Context: an optimization exercise on an open-source flow, tuned for small area. The choices shown serve that exercise and are no tape-out recipe.
Power and IR drop assume default switching activity.

==> module afu_oa22, before the edit <==
module afu_oa22 (
  input  logic a0, b0, a1, b1,
  output logic y
);
  assign y = (a0 || b0) && (a1 || b1);
endmodule
==> module addr_fetch_unit, before the edit <==
module addr_fetch_unit
#(
  parameter int ADDR_W = 8,
  parameter int DATA_W = 8
) (
  input  logic                Clock,
  input  logic                Reset_n,
  input  logic [DATA_W-1:0]   ARF_In,
  input  logic [1:0]          ARF_OutASel,
  input  logic [1:0]          ARF_OutBSel,
  input  logic [1:0]          ARF_FunSel,
  input  logic [3:0]          ARF_RSel,
  input  logic [DATA_W-1:0]   Mem_Data,
  input  logic                Mem_WR,
  input  logic                Mem_CS,
  input  logic [1:0]          IR_Funsel,
  input  logic                IR_Enable,
  input  logic                IR_LH,
  output logic [DATA_W-1:0]   ARF_OutA,
  output logic [DATA_W-1:0]   ARF_OutB,
  output logic [DATA_W-1:0]   Mem_Out,
  output logic [2*DATA_W-1:0] IR_Out
);
  localparam int IR_W  = 2 * DATA_W;
  localparam int DEPTH = 2 ** ADDR_W;
  logic [DATA_W-1:0] pc, ar, sp, pc_past;
  logic [ADDR_W-1:0] mem_addr;
  logic [DATA_W-1:0] mem [DEPTH];
  logic [IR_W-1:0]   ir;
  nbit_reg #(.W(DATA_W)) u_pc (
    .clock(Clock), .reset_n(Reset_n), .enable(ARF_RSel[afu_pkg::RS_PC]),
    .funsel(ARF_FunSel), .din(ARF_In), .q(pc)
  );
  nbit_reg #(.W(DATA_W)) u_ar (
    .clock(Clock), .reset_n(Reset_n), .enable(ARF_RSel[afu_pkg::RS_AR]),
    .funsel(ARF_FunSel), .din(ARF_In), .q(ar)
  );
  nbit_reg #(.W(DATA_W)) u_sp (
    .clock(Clock), .reset_n(Reset_n), .enable(ARF_RSel[afu_pkg::RS_SP]),
    .funsel(ARF_FunSel), .din(ARF_In), .q(sp)
  );
  nbit_reg #(.W(DATA_W)) u_pc_past (
    .clock(Clock), .reset_n(Reset_n), .enable(ARF_RSel[afu_pkg::RS_PCPAST]),
    .funsel(ARF_FunSel), .din(ARF_In), .q(pc_past)
  );
  always_comb begin
    ARF_OutA = ar;
    case (ARF_OutASel)
      afu_pkg::SEL_AR:     ARF_OutA = ar;
      afu_pkg::SEL_SP:     ARF_OutA = sp;
      afu_pkg::SEL_PCPAST: ARF_OutA = pc_past;
      afu_pkg::SEL_PC:     ARF_OutA = pc;
      default:    ARF_OutA = ar;
    endcase
  end
  always_comb begin
    ARF_OutB = ar;
    case (ARF_OutBSel)
      afu_pkg::SEL_AR:     ARF_OutB = ar;
      afu_pkg::SEL_SP:     ARF_OutB = sp;
      afu_pkg::SEL_PCPAST: ARF_OutB = pc_past;
      afu_pkg::SEL_PC:     ARF_OutB = pc;
      default:    ARF_OutB = ar;
    endcase
  end
  assign mem_addr = ARF_OutB[ADDR_W-1:0];
  localparam int COL_W = 2;
  localparam int WPR   = 2 ** COL_W;       
  localparam int ROW_W = ADDR_W - COL_W;
  localparam int ROWS  = 2 ** ROW_W;
  logic [ROWS-1:0]              row_sel, row_hold;
  logic [WPR-1:0][DATA_W-1:0]   row_data, row_d;
  logic [WPR-1:0]               wr_word;
  logic [DATA_W-1:0]            rd_data;
  logic                         wr_en;
  logic [DEPTH-1:0][DATA_W-1:0] mem_d;
  afu_row_dec #(.ADDR_W(ROW_W)) u_dec (.addr(mem_addr[ADDR_W-1:COL_W]), .sel(row_sel));
  for (genvar k = 0; k < ROWS; k++) begin : g_row
    afu_inv u_hold (.a(row_sel[k]), .y(row_hold[k]));
    for (genvar w = 0; w < WPR; w++) begin : g_word
      for (genvar c = 0; c < DATA_W; c++) begin : g_bit
        afu_oa22 u_next (
          .a0(row_hold[k]), .b0(row_d[w][c]), .a1(row_sel[k]), .b1(mem[WPR*k+w][c]),
          .y(mem_d[WPR*k+w][c])
        );
      end
    end
  end
  for (genvar w = 0; w < WPR; w++) begin : g_word
    for (genvar c = 0; c < DATA_W; c++) begin : g_rd
      logic [ROWS-1:0] col;
      for (genvar k = 0; k < ROWS; k++) begin : g_col
        assign col[k] = mem[WPR*k+w][c];
      end
      afu_rd_bit #(.N(ROWS)) u_rd (.sel(row_sel), .d(col), .y(row_data[w][c]));
    end
    assign wr_word[w] = wr_en && (mem_addr[COL_W-1:0] == COL_W'(w));
    assign row_d[w]   = wr_word[w] ? Mem_Data : row_data[w];
  end
  assign wr_en   = Reset_n && !Mem_CS && Mem_WR;
  assign rd_data = row_data[mem_addr[COL_W-1:0]];
  always_ff @(posedge Clock) begin
    for (int i = 0; i < DEPTH; i++) mem[i] <= mem_d[i];
  end
  assign Mem_Out = (!Mem_CS && !Mem_WR) ? rd_data : '0;
  logic [IR_W-1:0] ir_d;
  logic            ir_cnt, ir_ld, keep_lo, keep_hi, load_lo, load_hi;
  assign ir_cnt  = Reset_n && IR_Enable && !IR_Funsel[1];
  assign ir_ld   = IR_Enable && (IR_Funsel == afu_pkg::FS_LOAD);
  assign keep_lo = Reset_n && (!IR_Enable || !IR_Funsel[1] || (ir_ld && IR_LH));
  assign keep_hi = Reset_n && (!IR_Enable || !IR_Funsel[1] || (ir_ld && !IR_LH));
  assign load_lo = Reset_n && ir_ld && !IR_LH && !Mem_CS;
  assign load_hi = Reset_n && ir_ld && IR_LH && !Mem_CS;
  afu_count_next #(.W(IR_W)) u_ir_next (
    .q(ir), .up(IR_Funsel[0]), .k_cnt(ir_cnt),
    .k_keep({{DATA_W{keep_hi}}, {DATA_W{keep_lo}}}),
    .k_load({{DATA_W{load_hi}}, {DATA_W{load_lo}}}),
    .din({rd_data, rd_data}), .d(ir_d)
  );
  always_ff @(posedge Clock) begin
    ir <= ir_d;
  end
  assign IR_Out = ir;
endmodule
export LEC_CHECK = 0
export CAP_MARGIN = 10
export CORE_MARGIN = 2
export CORE_UTILIZATION = 60
export CTS_BUF_LIST = sky130_fd_sc_hd__clkbuf_16
export CTS_CLUSTER_DIAMETER = 80
export CTS_CLUSTER_SIZE = 25
export SETUP_SLACK_MARGIN = 0.5
export SLEW_MARGIN = 10
export SYNTH_HIERARCHICAL = 1
create_clock -name core_clock -period 10.0 [get_ports {Clock}]
standard.sh (not shown) runs the stock make flow with config.mk's settings and CLKGATE_MAP_FILE= SYNTH_SCRIPT=/design/flow/synth_recipe.tcl, a recipe that flattens the netlist after the stock synthesis.
==> flow/flow/run.sh <==
#!/bin/bash
# Layout flow: the standard ORFS flow (standard.sh, unchanged synthesis,
# floorplan, power grid and tap cells) with two settings changed:
#  - the port buffers are the smallest buffer (buf_1) instead of ORFS's
#    default choice; the resizer may still upsize them for timing;
#  - clock tree synthesis runs without dummy loads (same clustering and
#    buffer list as config.mk gives).
# ORFS writes each step's full log under orfs/logs/; make's own output goes
# to standard.log in this folder.
set -euo pipefail
bash standard.sh \
  "BUFFER_PORTS_ARGS=-buffer_cell sky130_fd_sc_hd__buf_1" \
  "CTS_ARGS=-sink_clustering_enable -repair_clock_nets -dont_use_dummy_load -buf_list sky130_fd_sc_hd__clkbuf_16 -sink_clustering_size 25 -sink_clustering_max_diameter 80" \
  finish > standard.log 2>&1
Next try:
--- a/flow/design.v
+++ b/flow/design.v
@@ -106,18 +106,12 @@
 module afu_ao22 (
   input  logic a0, b0, a1, b1,
   output logic y
 );
   assign y = (a0 && b0) || (a1 && b1);
 endmodule
-module afu_oa22 (
-  input  logic a0, b0, a1, b1,
-  output logic y
-);
-  assign y = (a0 || b0) && (a1 || b1);
-endmodule
 module afu_aoi222 (
   input  logic a0, b0, a1, b1, a2, b2,
   output logic y
 );
   assign y = !((a0 && b0) || (a1 && b1) || (a2 && b2));
 endmodule
@@ -188,30 +182,18 @@
   end
   assign mem_addr = ARF_OutB[ADDR_W-1:0];
   localparam int COL_W = 2;
   localparam int WPR   = 2 ** COL_W;       
   localparam int ROW_W = ADDR_W - COL_W;
   localparam int ROWS  = 2 ** ROW_W;
-  logic [ROWS-1:0]              row_sel, row_hold;
+  logic [ROWS-1:0]              row_sel;
   logic [WPR-1:0][DATA_W-1:0]   row_data, row_d;
   logic [WPR-1:0]               wr_word;
   logic [DATA_W-1:0]            rd_data;
   logic                         wr_en;
-  logic [DEPTH-1:0][DATA_W-1:0] mem_d;
   afu_row_dec #(.ADDR_W(ROW_W)) u_dec (.addr(mem_addr[ADDR_W-1:COL_W]), .sel(row_sel));
-  for (genvar k = 0; k < ROWS; k++) begin : g_row
-    afu_inv u_hold (.a(row_sel[k]), .y(row_hold[k]));
-    for (genvar w = 0; w < WPR; w++) begin : g_word
-      for (genvar c = 0; c < DATA_W; c++) begin : g_bit
-        afu_oa22 u_next (
-          .a0(row_hold[k]), .b0(row_d[w][c]), .a1(row_sel[k]), .b1(mem[WPR*k+w][c]),
-          .y(mem_d[WPR*k+w][c])
-        );
-      end
-    end
-  end
   for (genvar w = 0; w < WPR; w++) begin : g_word
     for (genvar c = 0; c < DATA_W; c++) begin : g_rd
       logic [ROWS-1:0] col;
       for (genvar k = 0; k < ROWS; k++) begin : g_col
         assign col[k] = mem[WPR*k+w][c];
       end
@@ -220,13 +202,17 @@
     assign wr_word[w] = wr_en && (mem_addr[COL_W-1:0] == COL_W'(w));
     assign row_d[w]   = wr_word[w] ? Mem_Data : row_data[w];
   end
   assign wr_en   = Reset_n && !Mem_CS && Mem_WR;
   assign rd_data = row_data[mem_addr[COL_W-1:0]];
   always_ff @(posedge Clock) begin
-    for (int i = 0; i < DEPTH; i++) mem[i] <= mem_d[i];
+    for (int k = 0; k < ROWS; k++) begin
+      if (row_sel[k]) begin
+        for (int w = 0; w < WPR; w++) mem[WPR*k+w] <= row_d[w];
+      end
+    end
   end
   assign Mem_Out = (!Mem_CS && !Mem_WR) ? rd_data : '0;
   logic [IR_W-1:0] ir_d;
   logic            ir_cnt, ir_ld, keep_lo, keep_hi, load_lo, load_hi;
   assign ir_cnt  = Reset_n && IR_Enable && !IR_Funsel[1];
   assign ir_ld   = IR_Enable && (IR_Funsel == afu_pkg::FS_LOAD);
Routed wire length shrinks by 25%.
Synthesized cell count shrinks by 38%.
Clock-buffer cell count does not change.
Power shrinks by 4.3%.
Register-to-register slack improved by 0.68 ns.
Synthesized area grows by 3.2%.
Via count shrinks by 32%.
Worst setup slack improved by 0.23 ns.
Maximum frequency grows by 2.5%.
First-iteration DRC count shrinks by 25%.
Die area grows by 3.2%.
Hold slack improved by 0.13 ns.
Cell count shrinks by 27%.
Cell area grows by 3.3%.
No run of this note included a check of the RTL's function; only the layout flow was run.

re-timing with driven ports:
The results above use ideal ports. As a check the final layouts listed here were re-extracted and re-timed, cells and wires unchanged.
Step 1: set_driving_cell puts a clkbuf_16 on Clock and a buf_2 on each other input, an assumption about the parent block.
Step 2 also shifts input and output timing later by t, the mid clock arrival at the registers, as if the neighbouring blocks saw the same clock.
Three values: ideal ports, drivers, drivers and shift; two values: the first two.
| run | t (ns) | setup slack, ns | pins driven straight from the clock port |
|---|---|---|---|
| the first run | 0.790 | 0.473 / 0.433 / 0.433 | 1 |
| the second run | 0.764 | 0.702 / 0.652 / 0.652 | 1 |
After both steps setup and hold are still met in every run listed. For the second run, which loses most, drivers alone change the setup slack by -0.050 ns; drivers and shift together by -0.050 ns.
